This design comes from an exercise in tuning for small area on the open sky130 flow, not from production work. The RTL was checked by simulation tests, not by an equivalence proof against the original design. Power is estimated from default activity; no workload was simulated.

Setup of the baseline:
==> module ff_stuffer_top, before the edit <==
module ff_stuffer_top (
    input  logic                 clk,
    input  logic                 rst,
    input  logic                 in_valid,    
    input  jpeg_byte_pkg::word_t in_word,
    output logic                 out_valid,
    output jpeg_byte_pkg::word_t out_word
);
    logic [7:0] a [4];           
    logic [3:0] g;               
    logic [7:0] b [1:3];         
    logic [1:3] f;               
    logic [2:0] k;               
    logic [7:0] kh;              
    logic [3:0] sa [4];          
    logic [3:0] sb [1:3];        
    always_comb begin
        for (int i = 0; i < 4; i++) begin
            a[i] = in_word[(3-i)*8 +: 8];
            g[i] = &a[i];
        end
        for (int i = 1; i < 4; i++)
            f[i] = &b[i];
        for (int i = 0; i < 8; i++)
            kh[i] = (k == 3'(i));
    end
    always_comb begin
        for (int j = 0; j < 4; j++) begin
            sb[3][j] = f[3] ? kh[j+2] : kh[j+1];
            case ({f[2], f[3]})
                2'b00:   sb[2][j] = kh[j+2];
                2'b11:   sb[2][j] = (j + 4 < 8) ? kh[j+4] : 1'b0;
                default: sb[2][j] = kh[j+3];
            endcase
            case ({f[1], f[2], f[3]})
                3'b000:                 sb[1][j] = (j < 2) && kh[j+3];
                3'b001, 3'b010, 3'b100: sb[1][j] = (j < 2) && kh[j+4];
                3'b111:                 sb[1][j] = (j < 2) && kh[j+6];
                default:                sb[1][j] = (j < 2) && kh[j+5];
            endcase
            sa[0][j] = kh[j];
            sa[1][j] = (j >= 1) && (g[0] ? (j >= 2 && kh[j-2]) : kh[j-1]);
        end
        sa[2] = 4'b0000;
        sa[2][2] = kh[0] && !g[0] && !g[1];
        sa[2][3] = kh[1] && !g[0] && !g[1] || kh[0] && (g[0] ^ g[1]);
        sa[3] = {kh[0] && !g[0] && !g[1] && !g[2], 3'b000};
    end
    always_comb begin
        for (int j = 0; j < 4; j++) begin
            logic [7:0] o;
            o = 8'h00;
            for (int i = 1; i < 4; i++)
                o = o | ({8{sb[i][j]}} & b[i]);
            for (int i = 0; i < 4; i++)
                o = o | ({8{sa[i][j]}} & a[i]);
            out_word[(3-j)*8 +: 8] = o;
        end
    end
    assign out_valid = in_valid || k[2];
    always_ff @(posedge clk) begin
        if (in_valid) begin
            b[1] <= a[1];
            b[2] <= a[2];
            b[3] <= a[3];
        end
    end
    always_ff @(posedge clk) begin
        if (rst)
            k <= 3'd0;
        else if (in_valid)
            k <= {1'b0, k[1:0]} + 3'(g[0]) + 3'(g[1]) + 3'(g[2]) + 3'(g[3]);
        else if (k[2])
            k <= {1'b0, k[1:0]};
    end
endmodule
Settings: LEC_CHECK=0, CAP_MARGIN=20, CORE_MARGIN=2, CORE_UTILIZATION=40, SLEW_MARGIN=20; clock period 5.0 ns.
standard.sh (not shown) runs the stock make flow with config.mk's settings and CLKGATE_MAP_FILE= SYNTH_SCRIPT=/design/flow/synth_recipe.tcl, a recipe that flattens the netlist after the stock synthesis.
==> flow/flow/run.sh <==
#!/bin/bash
# Standard layout with two changes: ABC maps for area, and the port buffers
# are the smallest buffer (the resizer still upsizes them where timing needs).
set -euo pipefail
work=$(pwd)
export MY_ABC_SCRIPT=$work/flow/area.abc
export BUFFER_PORTS_ARGS="-buffer_cell sky130_fd_sc_hd__buf_1"
sed "s|SYNTH_SCRIPT=[^ ]*|SYNTH_SCRIPT=$work/flow/my_synth.tcl|" standard.sh > my_standard.sh
grep -q "SYNTH_SCRIPT=$work/flow/my_synth.tcl" my_standard.sh
bash my_standard.sh > flow.log 2>&1 || { tail -50 flow.log; exit 1; }
for f in orfs/logs/*/ff_stuffer_top/base/*.log; do cp "$f" "log_$(basename "$f")"; done
==> flow/flow/area.abc <==
strash
&get -n
&st
&dch
&nf -R 1000
&put
==> flow/flow/my_synth.tcl <==
proc synth {args} { yosys synth -nofsm -noshare {*}$args }
# Same synthesis as synth_recipe.tcl, with ABC's mapping script swapped for
# an area-oriented one (registers are mapped before ABC and stay as they are)
proc abc {args} {
  set i [lsearch -exact $args -script]
  if { $i >= 0 && [info exists ::env(MY_ABC_SCRIPT)] } { lset args [expr {$i + 1}] $::env(MY_ABC_SCRIPT) }
  yosys abc {*}$args
}
source $::env(SCRIPTS_DIR)/synth.tcl
# left out here: clear keep_hierarchy, flatten, clean up, hide names made inside functions, write 1_2_yosys.v
Setup changes, the baseline to the candidate
--- a/flow/design.v
+++ b/flow/design.v
@@ -42,25 +42,28 @@
             kh[i] = (k == 3'(i));
     end
+    logic [3:0] fs;              
+    logic [2:0] fs23;            
+    logic [3:0] kh_lo;           
     always_comb begin
+        fs23[0] = !f[2] && !f[3];
+        fs23[1] = f[2] ^ f[3];
+        fs23[2] = f[2] && f[3];
+        fs[0] = fs23[0] && !f[1];
+        fs[1] = fs23[0] && f[1] || fs23[1] && !f[1];
+        fs[2] = fs23[1] && f[1] || fs23[2] && !f[1];
+        fs[3] = fs23[2] && f[1];
+        kh_lo = kh[3:0];
         for (int j = 0; j < 4; j++) begin
-            sb[3][j] = f[3] ? kh[j+2] : kh[j+1];
-            case ({f[2], f[3]})
-                2'b00:   sb[2][j] = kh[j+2];
-                2'b11:   sb[2][j] = (j + 4 < 8) ? kh[j+4] : 1'b0;
-                default: sb[2][j] = kh[j+3];
-            endcase
-            case ({f[1], f[2], f[3]})
-                3'b000:                 sb[1][j] = (j < 2) && kh[j+3];
-                3'b001, 3'b010, 3'b100: sb[1][j] = (j < 2) && kh[j+4];
-                3'b111:                 sb[1][j] = (j < 2) && kh[j+6];
-                default:                sb[1][j] = (j < 2) && kh[j+5];
-            endcase
-            sa[0][j] = kh[j];
-            sa[1][j] = (j >= 1) && (g[0] ? (j >= 2 && kh[j-2]) : kh[j-1]);
+            sb[3][j] = f[3] && kh[j+2] || !f[3] && kh[j+1];
+            sb[2][j] = fs23[0] && kh[j+2] || fs23[1] && kh[j+3] || fs23[2] && (j + 4 < 8) && kh[(j+4)%8];
+            sb[1][j] = (j < 2) && (fs[0] && kh[(j+3)%8] || fs[1] && kh[(j+4)%8] ||
+                                   fs[2] && kh[(j+5)%8] || fs[3] && kh[(j+6)%8]);
         end
+        sa[0] = kh_lo;
+        sa[1] = g[0] ? {kh_lo[1:0], 2'b00} : {kh_lo[2:0], 1'b0};
         sa[2] = 4'b0000;
-        sa[2][2] = kh[0] && !g[0] && !g[1];
-        sa[2][3] = kh[1] && !g[0] && !g[1] || kh[0] && (g[0] ^ g[1]);
-        sa[3] = {kh[0] && !g[0] && !g[1] && !g[2], 3'b000};
+        sa[2][2] = kh_lo[0] && !g[0] && !g[1];
+        sa[2][3] = kh_lo[1] && !g[0] && !g[1] || kh_lo[0] && (g[0] ^ g[1]);
+        sa[3] = {kh_lo[0] && !g[0] && !g[1] && !g[2], 3'b000};
     end
     always_comb begin
## What came out
Comparing the candidate and the baseline, the higher first-pass iteration count of the detailed router is on the candidate. The candidate ended up with a lower post-synthesis simple-gate area fraction than the baseline did. In the reports for the candidate and the baseline, the smaller worst path setup slack after routing belongs to the baseline. The candidate: no failed stages, no open violations at the end. Compared with the baseline, total power in the candidate increased by a few percent. Diff the baseline -> the candidate | maximum frequency from static timing analysis | up by a few percent.

## afterwards: timing with drivers on the ports
Ports are ideal in the flow. The routed layouts listed here were re-timed in OpenROAD. Step 1 sets driving cells, clkbuf_16 on the clock port and buf_2 on the other inputs (assumed; they add their load-dependent delay and slew). Step 2 adds t to the input delays and takes it off the output delays; t is the mean of the earliest and latest rising clock arrival at the registers after step 1. Input paths then give back, and output paths get back, about the clock's delay inside the block. Three values: ideal, step 1, step 2; two values: the first two.
| run | t (ns) | slack for setup (ns) | worst setup path after step 2 | latest minus earliest clock arrival (ns) | pins driven straight from the clock port |
|---|---|---|---|---|---|
| the baseline | 0.301 | 0.623 / 0.600 / 0.600 | input to output | 0.007 / 0.006 | 1 |
| the candidate | 0.313 | 0.765 / 0.737 / 0.980 | input to output | 0.006 / 0.006 | 1 |
After both steps setup and hold are still met in every run listed. The setup slack of the baseline, which loses most, moves by -0.023 ns with the drivers and by -0.023 ns with both steps.
